This is an optimization exercise on Yosys and OpenROAD, whose aim is small area, a short achievable clock period and few clock cycles, not a production implementation.
RTL that was checked went through simulation tests only; none was proved equivalent to the original.
No activity file was given, so power comes from the tool's default toggle rates.

// deparser_top
module deparser_top
(
	input wire clk,
	input wire aresetn,
	input deparser_pkg::phv_t phv,
	input wire phv_empty,
	output logic phv_rd_en,
	input deparser_pkg::vlan_id_t vlan_id,
	input wire vlan_empty,
	output logic vlan_rd_en,
	input deparser_pkg::head_data_t head_data,
	input deparser_pkg::head_keep_t head_keep,
	input deparser_pkg::head_last_t head_last,
	input wire head_empty,
	output logic head_rd_en,
	input deparser_pkg::seg_data_t body_data,
	input deparser_pkg::seg_keep_t body_keep,
	input wire body_last,
	input wire body_empty,
	output logic body_rd_en,
	output deparser_pkg::seg_data_t out_data,
	output deparser_pkg::seg_keep_t out_keep,
	output logic out_last,
	output logic out_valid,
	input wire out_ready,
	input deparser_pkg::seg_data_t ctrl_data,
	input wire ctrl_valid,
	input wire ctrl_last
);
For scale: roughly 0.064 mm^2 of cells after synthesis.
make LEC_CHECK=0 CAP_MARGIN=20 CORE_MARGIN=2 CORE_UTILIZATION=40 SETUP_SLACK_MARGIN=5.0 SLEW_MARGIN=20 SYNTH_HIERARCHICAL=1 SYNTH_MINIMUM_KEEP_SIZE=1000000 TNS_END_PERCENT=100 finish   # period 9.0 ns
run.sh (not shown) runs the stock make flow with config.mk's settings and CLKGATE_MAP_FILE= SYNTH_SCRIPT=/design/flow/synth_recipe.tcl, a recipe that flattens the netlist after the stock synthesis.
The baseline finished clean.
Edit:
TNS_END_PERCENT = default   (was 100)
The new run finished with timing, DRC and antenna clean.
Critical path depth is unchanged.
Clock-buffer cell count does not change.
Final cell count does not change.
Wire length stays the same.
No run of this note included a check of the RTL's function; only the layout flow was run.


the reference run:
deparser_top, a different RTL version from the one above (not shown whole).
Size in the first run: ~1,500 flip-flops, ~770 I/O pins, ~65,000 sq um of cells after synthesis.
Design deparser_top, start of the top module:
module deparser_top
(
	input wire clk,
	input wire aresetn,
	input deparser_pkg::phv_t phv,
	input wire phv_empty,
	output logic phv_rd_en,
	input deparser_pkg::vlan_id_t vlan_id,
	input wire vlan_empty,
	output logic vlan_rd_en,
	input deparser_pkg::head_data_t head_data,
	input deparser_pkg::head_keep_t head_keep,
	input deparser_pkg::head_last_t head_last,
	input wire head_empty,
	output logic head_rd_en,
	input deparser_pkg::seg_data_t body_data,
	input deparser_pkg::seg_keep_t body_keep,
	input wire body_last,
	input wire body_empty,
	output logic body_rd_en,
	output deparser_pkg::seg_data_t out_data,
	output deparser_pkg::seg_keep_t out_keep,
	output logic out_last,
	output logic out_valid,
	input wire out_ready,
	input deparser_pkg::seg_data_t ctrl_data,
	input wire ctrl_valid,
	input wire ctrl_last
);
clock: 9.0 ns
lec_check: 0
cap_margin: 20
core_margin: 2
core_utilization: 40
cts_buf_list: sky130_fd_sc_hd__clkbuf_8
cts_cluster_diameter: 50
cts_cluster_size: 14
setup_slack_margin: 5.0
slew_margin: 20
synth_hierarchical: 1
synth_minimum_keep_size: 1000000
standard.sh (not shown) runs the stock make flow with config.mk's settings and CLKGATE_MAP_FILE= SYNTH_SCRIPT=/design/flow/synth_recipe.tcl, a recipe that flattens the netlist after the stock synthesis.
==> flow/flow/run.sh <==
#!/bin/bash
set -uo pipefail
export BUFFER_PORTS_ARGS="-buffer_cell sky130_fd_sc_hd__buf_1"
export CTS_ARGS="-sink_clustering_enable -repair_clock_nets -dont_use_dummy_load -sink_clustering_size 14 -sink_clustering_max_diameter 50 -buf_list sky130_fd_sc_hd__clkbuf_8"
bash standard.sh > standard.log 2>&1
status=$?
exit $status
The reference run went all the way through the flow, and no timing, DRC or antenna check failed.
Testbench counts of the reference run, summed over its fixed seeds: cycles 7,778.
diff inputs: the reference run => the trial run
==> flow/flow/run.sh <==
#!/bin/bash
set -uo pipefail
here=$(pwd)
export BUFFER_PORTS_ARGS="-buffer_cell sky130_fd_sc_hd__buf_1"
export CTS_ARGS="-sink_clustering_enable -repair_clock_nets -dont_use_dummy_load -sink_clustering_size 14 -sink_clustering_max_diameter 50 -buf_list sky130_fd_sc_hd__clkbuf_8"
export IO_CONSTRAINTS="$here/flow/io.tcl"
bash standard.sh > standard.log 2>&1
==> flow/flow/io.tcl (new file) <==
# Keep the FIFO handshake pins and the output handshake next to each other, so the
# paths from an empty flag to its read enable stay short.
set ctl {vlan_empty vlan_rd_en phv_empty phv_rd_en phv[384] head_empty head_rd_en head_last[0] head_last[1] body_empty body_rd_en body_last out_ready out_valid}
set_io_pin_constraint -pin_names $ctl -region right:180-220
Notes after the runs:
When the trial run is measured against the reference run, its clock latency on the worst-skew pair turns out 0.03 ns higher. A type of the worst setup path of input port to output pin is what the trial run shows, while input port to flip-flop belongs to the reference run. Looking only at non-clock inverter total of the final layout, and setting everything else aside, the lower value of the reference run and the trial run goes to the reference run. The reference run and the trial run ended up with nearly the same final area.


Another version of the RTL of deparser_top (not shown whole).
Size: about 4300 cells after synthesis, ~54000 um^2 of cells after synthesis.
export LEC_CHECK = 0
export CAP_MARGIN = 20
export CORE_MARGIN = 2
export CORE_UTILIZATION = 40
export CTS_BUF_LIST = sky130_fd_sc_hd__clkbuf_8
export CTS_CLUSTER_DIAMETER = 50
export CTS_CLUSTER_SIZE = 14
export SETUP_SLACK_MARGIN = 5.0
export SLEW_MARGIN = 20
export SYNTH_HIERARCHICAL = 1
export SYNTH_MINIMUM_KEEP_SIZE = 1000000
create_clock -name core_clock -period 9.0 [get_ports {clk}]
==> flow/flow/run.sh <==
#!/bin/bash
set -uo pipefail
here=$(pwd)
export BUFFER_PORTS_ARGS="-buffer_cell sky130_fd_sc_hd__buf_1"
export CTS_ARGS="-sink_clustering_enable -repair_clock_nets -dont_use_dummy_load -sink_clustering_size 14 -sink_clustering_max_diameter 50 -buf_list sky130_fd_sc_hd__clkbuf_8"
export IO_CONSTRAINTS="$here/flow/io.tcl"
bash standard.sh > standard.log 2>&1
==> flow/flow/io.tcl <==
# Keep the FIFO handshake pins and the output handshake next to each other, so the
# paths from an empty flag to its read enable stay short.
set ctl {vlan_empty vlan_rd_en phv_empty phv_rd_en phv[384] head_empty head_rd_en head_last[0] head_last[1] body_empty body_rd_en body_last out_ready out_valid}
set_io_pin_constraint -pin_names $ctl -region right:180-220
The first run finished with timing, DRC and antenna clean.
Testbench counts at the start, summed over its fixed seeds: cycles 7,832.
Then changed:
- GPL_ROUTABILITY_DRIVEN: unset -> 0
- PLACE_DENSITY: unset -> 0.7
Sequential power hardly moves.
Total power is about the same.
Wire length rose by 3.5%.


deparser_top again, from the RTL that the note above started with.
clock: 9.0 ns
lec_check: 0
cap_margin: 20
core_margin: 2
core_utilization: 50
cts_buf_list: sky130_fd_sc_hd__clkbuf_8
cts_cluster_diameter: 50
cts_cluster_size: 14
gpl_routability_driven: 0
setup_slack_margin: 5.0
slew_margin: 20
synth_hierarchical: 1
synth_minimum_keep_size: 1000000
Scripts as last shown in full above: flow/flow/run.sh, flow/flow/io.tcl
Testbench counts at the start, summed over its fixed seeds: cycles 7,832.
Rerun with:
--- a/flow/config.mk
+++ b/flow/config.mk
@@ -9,3 +9,3 @@
 export CORE_MARGIN = 2
-export CORE_UTILIZATION = 50
+export CORE_UTILIZATION = 40
 export CTS_BUF_LIST = sky130_fd_sc_hd__clkbuf_8
@@ -14,2 +14,3 @@
 export GPL_ROUTABILITY_DRIVEN = 0
+export GPL_TIMING_DRIVEN = 0
 export SETUP_SLACK_MARGIN = 5.0
The new run passed the timing, DRC and antenna checks.
Design area rises by a few percent.
Total power rises slightly.
Worst setup slack is better by 0.092 ns.
Area after synthesis is unchanged.
Count of clock-buffer cells in the layout rises by 1.
Clock power is about the same.
Clock skew rises by 0.059 ns.


the previous run:
Another version of the RTL of deparser_top (not shown whole).
Size in the first run: about 1500 flip-flops, roughly 65000 µm² of cells after synthesis.
export LEC_CHECK = 0
export CAP_MARGIN = 20
export CORE_MARGIN = 2
export CORE_UTILIZATION = 40
export CTS_BUF_LIST = sky130_fd_sc_hd__clkbuf_16
export CTS_CLUSTER_DIAMETER = 60
export CTS_CLUSTER_SIZE = 24
export SETUP_SLACK_MARGIN = 5.0
export SLEW_MARGIN = 20
export SYNTH_HIERARCHICAL = 1
export SYNTH_MINIMUM_KEEP_SIZE = 1000000
create_clock -name core_clock -period 9.0 [get_ports {clk}]
run.sh (not shown) runs the stock make flow with config.mk's settings and CLKGATE_MAP_FILE= SYNTH_SCRIPT=/design/flow/synth_recipe.tcl, a recipe that flattens the netlist after the stock synthesis.
Stock flow here: none of the scripts above is used.
Looking at the reports, the previous run completed the entire flow and the layout it produced met the timing, DRC and antenna checks.
--- input diff the previous run..the current run ---
Settings: a change of CTS_CLUSTER_SIZE from 24 to 14; a change of CTS_BUF_LIST from sky130_fd_sc_hd__clkbuf_16 to sky130_fd_sc_hd__clkbuf_8; a change of CTS_CLUSTER_DIAMETER from 60 to 50.
--- outcome ---
Cmp the current run and the previous run / setup slack / lower: the current run. Diff the previous run -> the current run: final antenna diode count has increased; count of max-cap constraint violations has remained practically unchanged; global routing usage summed across all routing layers has increased; part of the cycle the worst path needs has increased. The clock transition at the registers of the reported paths was comparable across the current run and the previous run. Comparing the current run against the previous run, there is no change at all in placed wire-length estimate after detailed placement.
Function was not checked in any run of this note: the RTL went through the layout flow alone.


Setup of lane 1:
Another version of the RTL of deparser_top (not shown whole).
For scale: roughly 4,400 cells after synthesis, ~1,500 flip-flops, ~770 I/O pins, roughly 54,000 sq um of cells after synthesis.
==> flow/config.mk <==
export PLATFORM = sky130hd
export DESIGN_NAME = deparser_top
export DESIGN_NICKNAME = deparser_top
export VERILOG_FILES = /design/flow/design.v
export SDC_FILE = /design/flow/constraint.sdc
export NUM_CORES = 8
export LEC_CHECK = 0
export CAP_MARGIN = 20
export CORE_MARGIN = 2
export CORE_UTILIZATION = 40
export CTS_BUF_LIST = sky130_fd_sc_hd__clkbuf_8
export CTS_CLUSTER_DIAMETER = 50
export CTS_CLUSTER_SIZE = 14
export SETUP_SLACK_MARGIN = 5.0
export SLEW_MARGIN = 20
export SYNTH_HIERARCHICAL = 1
export SYNTH_MINIMUM_KEEP_SIZE = 1000000
==> flow/constraint.sdc <==
create_clock -name core_clock -period 9.0 [get_ports {clk}]
set_input_delay 1.8000 -clock core_clock [delete_from_list [all_inputs] [get_ports {clk}]]
set_output_delay 1.8000 -clock core_clock [all_outputs]
set_load 0.01 [all_outputs]
standard.sh (not shown) runs the stock make flow with config.mk's settings and CLKGATE_MAP_FILE= SYNTH_SCRIPT=/design/flow/synth_recipe.tcl, a recipe that flattens the netlist after the stock synthesis.
==> flow/flow/run.sh <==
#!/bin/bash
set -uo pipefail
here=$(pwd)
export BUFFER_PORTS_ARGS="-buffer_cell sky130_fd_sc_hd__buf_1"
export CTS_ARGS="-sink_clustering_enable -repair_clock_nets -dont_use_dummy_load -sink_clustering_size 28 -sink_clustering_max_diameter 70 -buf_list sky130_fd_sc_hd__clkbuf_16"
export IO_CONSTRAINTS="$here/flow/io.tcl"
bash standard.sh > standard.log 2>&1
Scripts as last shown in full above: flow/flow/io.tcl
Lane 1 was carried through to the last stage, and its layout satisfied the timing, DRC and antenna checks.
Testbench counts of lane 1, summed over its fixed seeds: cycles 7,869.
#### Input delta (lane 2 over lane 1)
==> flow/flow/run.sh <==
#!/bin/bash
set -uo pipefail
here=$(pwd)
export BUFFER_PORTS_ARGS="-buffer_cell sky130_fd_sc_hd__buf_1"
export CTS_ARGS="-sink_clustering_enable -repair_clock_nets -dont_use_dummy_load -sink_clustering_size 20 -sink_clustering_max_diameter 60 -buf_list sky130_fd_sc_hd__clkbuf_8"
export IO_CONSTRAINTS="$here/flow/io.tcl"
bash standard.sh > standard.log 2>&1
--- outcome ---
- | first-pass GRT wire length | lane 1 vs lane 2 | ≈ equal |
- Against lane 1, number of cells in the finished layout apart from fillers in lane 2 rose slightly.
- Lane 2 ends up with higher combinational fraction of design power than lane 1 does.
- Ratio of routed vias to standard cells went down slightly going from lane 1 to lane 2.
- Total net switching power delta (lane 2 − lane 1): favourable
- Compare lane 2 and lane 1 | proportion of power drawn by the clock network higher: lane 1


v8:
Another version of the RTL of deparser_top (not shown whole).
Size: about 4,300 cells after synthesis, about 1,500 flip-flops, about 0.054 mm² of cells after synthesis.
export LEC_CHECK = 0
export CAP_MARGIN = 20
export CORE_MARGIN = 2
export CORE_UTILIZATION = 40
export CTS_BUF_LIST = sky130_fd_sc_hd__clkbuf_8
export CTS_CLUSTER_DIAMETER = 50
export CTS_CLUSTER_SIZE = 14
export PLACE_DENSITY = 0.45
export SETUP_SLACK_MARGIN = 5.0
export SLEW_MARGIN = 20
export SYNTH_HIERARCHICAL = 1
export SYNTH_MINIMUM_KEEP_SIZE = 1000000
create_clock -name core_clock -period 9.0 [get_ports {clk}]
==> flow/flow/run.sh <==
#!/bin/bash
set -uo pipefail
here=$(pwd)
export BUFFER_PORTS_ARGS="-buffer_cell sky130_fd_sc_hd__buf_1"
export CTS_ARGS="-sink_clustering_enable -repair_clock_nets -dont_use_dummy_load -sink_clustering_size 14 -sink_clustering_max_diameter 50 -buf_list sky130_fd_sc_hd__clkbuf_8"
export IO_CONSTRAINTS="$here/flow/io.tcl"
bash standard.sh > standard.log 2>&1
Scripts as last shown in full above: flow/flow/io.tcl
Testbench counts of v8, summed over its fixed seeds: cycles 7,832.
Input-level comparison between v36 and v8:
- PLACE_DENSITY: 0.45 -> unset
- CAP_MARGIN: 20 -> 0
- SLEW_MARGIN: 20 -> 0
--- outcome ---
~same number of nets in the final layout in v8 and v36. v36 vs v8: final period demand of the worst path down in v36. v36 against v8: signed area change from the synthesized netlist to the final layout decreased 0.41 points, final routed wirelength across all metal layers decreased about 2%, logic gate share of total power increased 0.3 points, normalized max-slew margin has increased, count of cells along the worst register-to-register path now larger. Reported for v8 and v36, cell area after technology mapping turned out identical to the last digit. Relative to v8, power has decreased by about 1.3% in v36.

separate check: timing with driven ports:
The flow's constraints put no driver on any port. The routed layouts listed below were extracted and timed again, unchanged, in two steps. Step 1: set_driving_cell puts a clkbuf_16 on clk and a buf_2 on each other input, an assumption about the parent block. Step 2 adds t to the input delays and takes it off the output delays; t is the mean of the earliest and latest rising clock arrival at the registers after step 1. Input paths then give back, and output paths get back, about the clock's delay inside the block. Slacks: ideal ports / drivers / drivers and shift; pairs: ideal ports / drivers.
| run | t (ns) | slack for setup (ns) | clock arrival spread, ns | pins driven straight from the clock port |
|---|---|---|---|---|
| the first run of note 1 | 0.859 | 4.510 / 4.392 / 4.108 | 0.055 / 0.056 | 1 |
| the second run of note 1 | 0.859 | 4.510 / 4.392 / 4.108 | 0.055 / 0.056 | 1 |
| the reference run | 0.933 | 4.807 / 4.733 / 3.927 | 0.146 / 0.146 | 1 |
| the trial run | 0.928 | 4.847 / 4.795 / 3.994 | 0.192 / 0.193 | 1 |
| the first run of note 3 | 0.900 | 4.894 / 4.849 / 4.146 | 0.118 / 0.118 | 1 |
| the second run of note 3 | 0.918 | 4.896 / 4.819 / 4.148 | 0.128 / 0.127 | 1 |
| the first run of note 4 | 0.907 | 4.851 / 4.759 / 4.228 | 0.097 / 0.096 | 1 |
| the second run of note 4 | 0.912 | 4.942 / 4.839 / 4.307 | 0.156 / 0.156 | 1 |
| the previous run | 0.827 | 4.732 / 4.674 / 4.125 | 0.066 / 0.065 | 1 |
| the current run | 0.984 | 4.712 / 4.651 / 3.867 | 0.063 / 0.064 | 1 |
| lane 1 | 0.744 | 4.847 / 4.752 / 4.457 | 0.108 / 0.108 | 1 |
| lane 2 | 0.847 | 4.862 / 4.761 / 4.377 | 0.159 / 0.159 | 1 |
| v8 | 0.898 | 4.823 / 4.719 / 4.033 | 0.111 / 0.111 | 1 |
| v36 | 0.904 | 4.917 / 4.783 / 4.338 | 0.117 / 0.117 | 1 |
After both steps every run listed still meets setup and hold. For the reference run, which loses most, drivers alone change the setup slack by -0.074 ns; drivers and shift together by -0.880 ns.
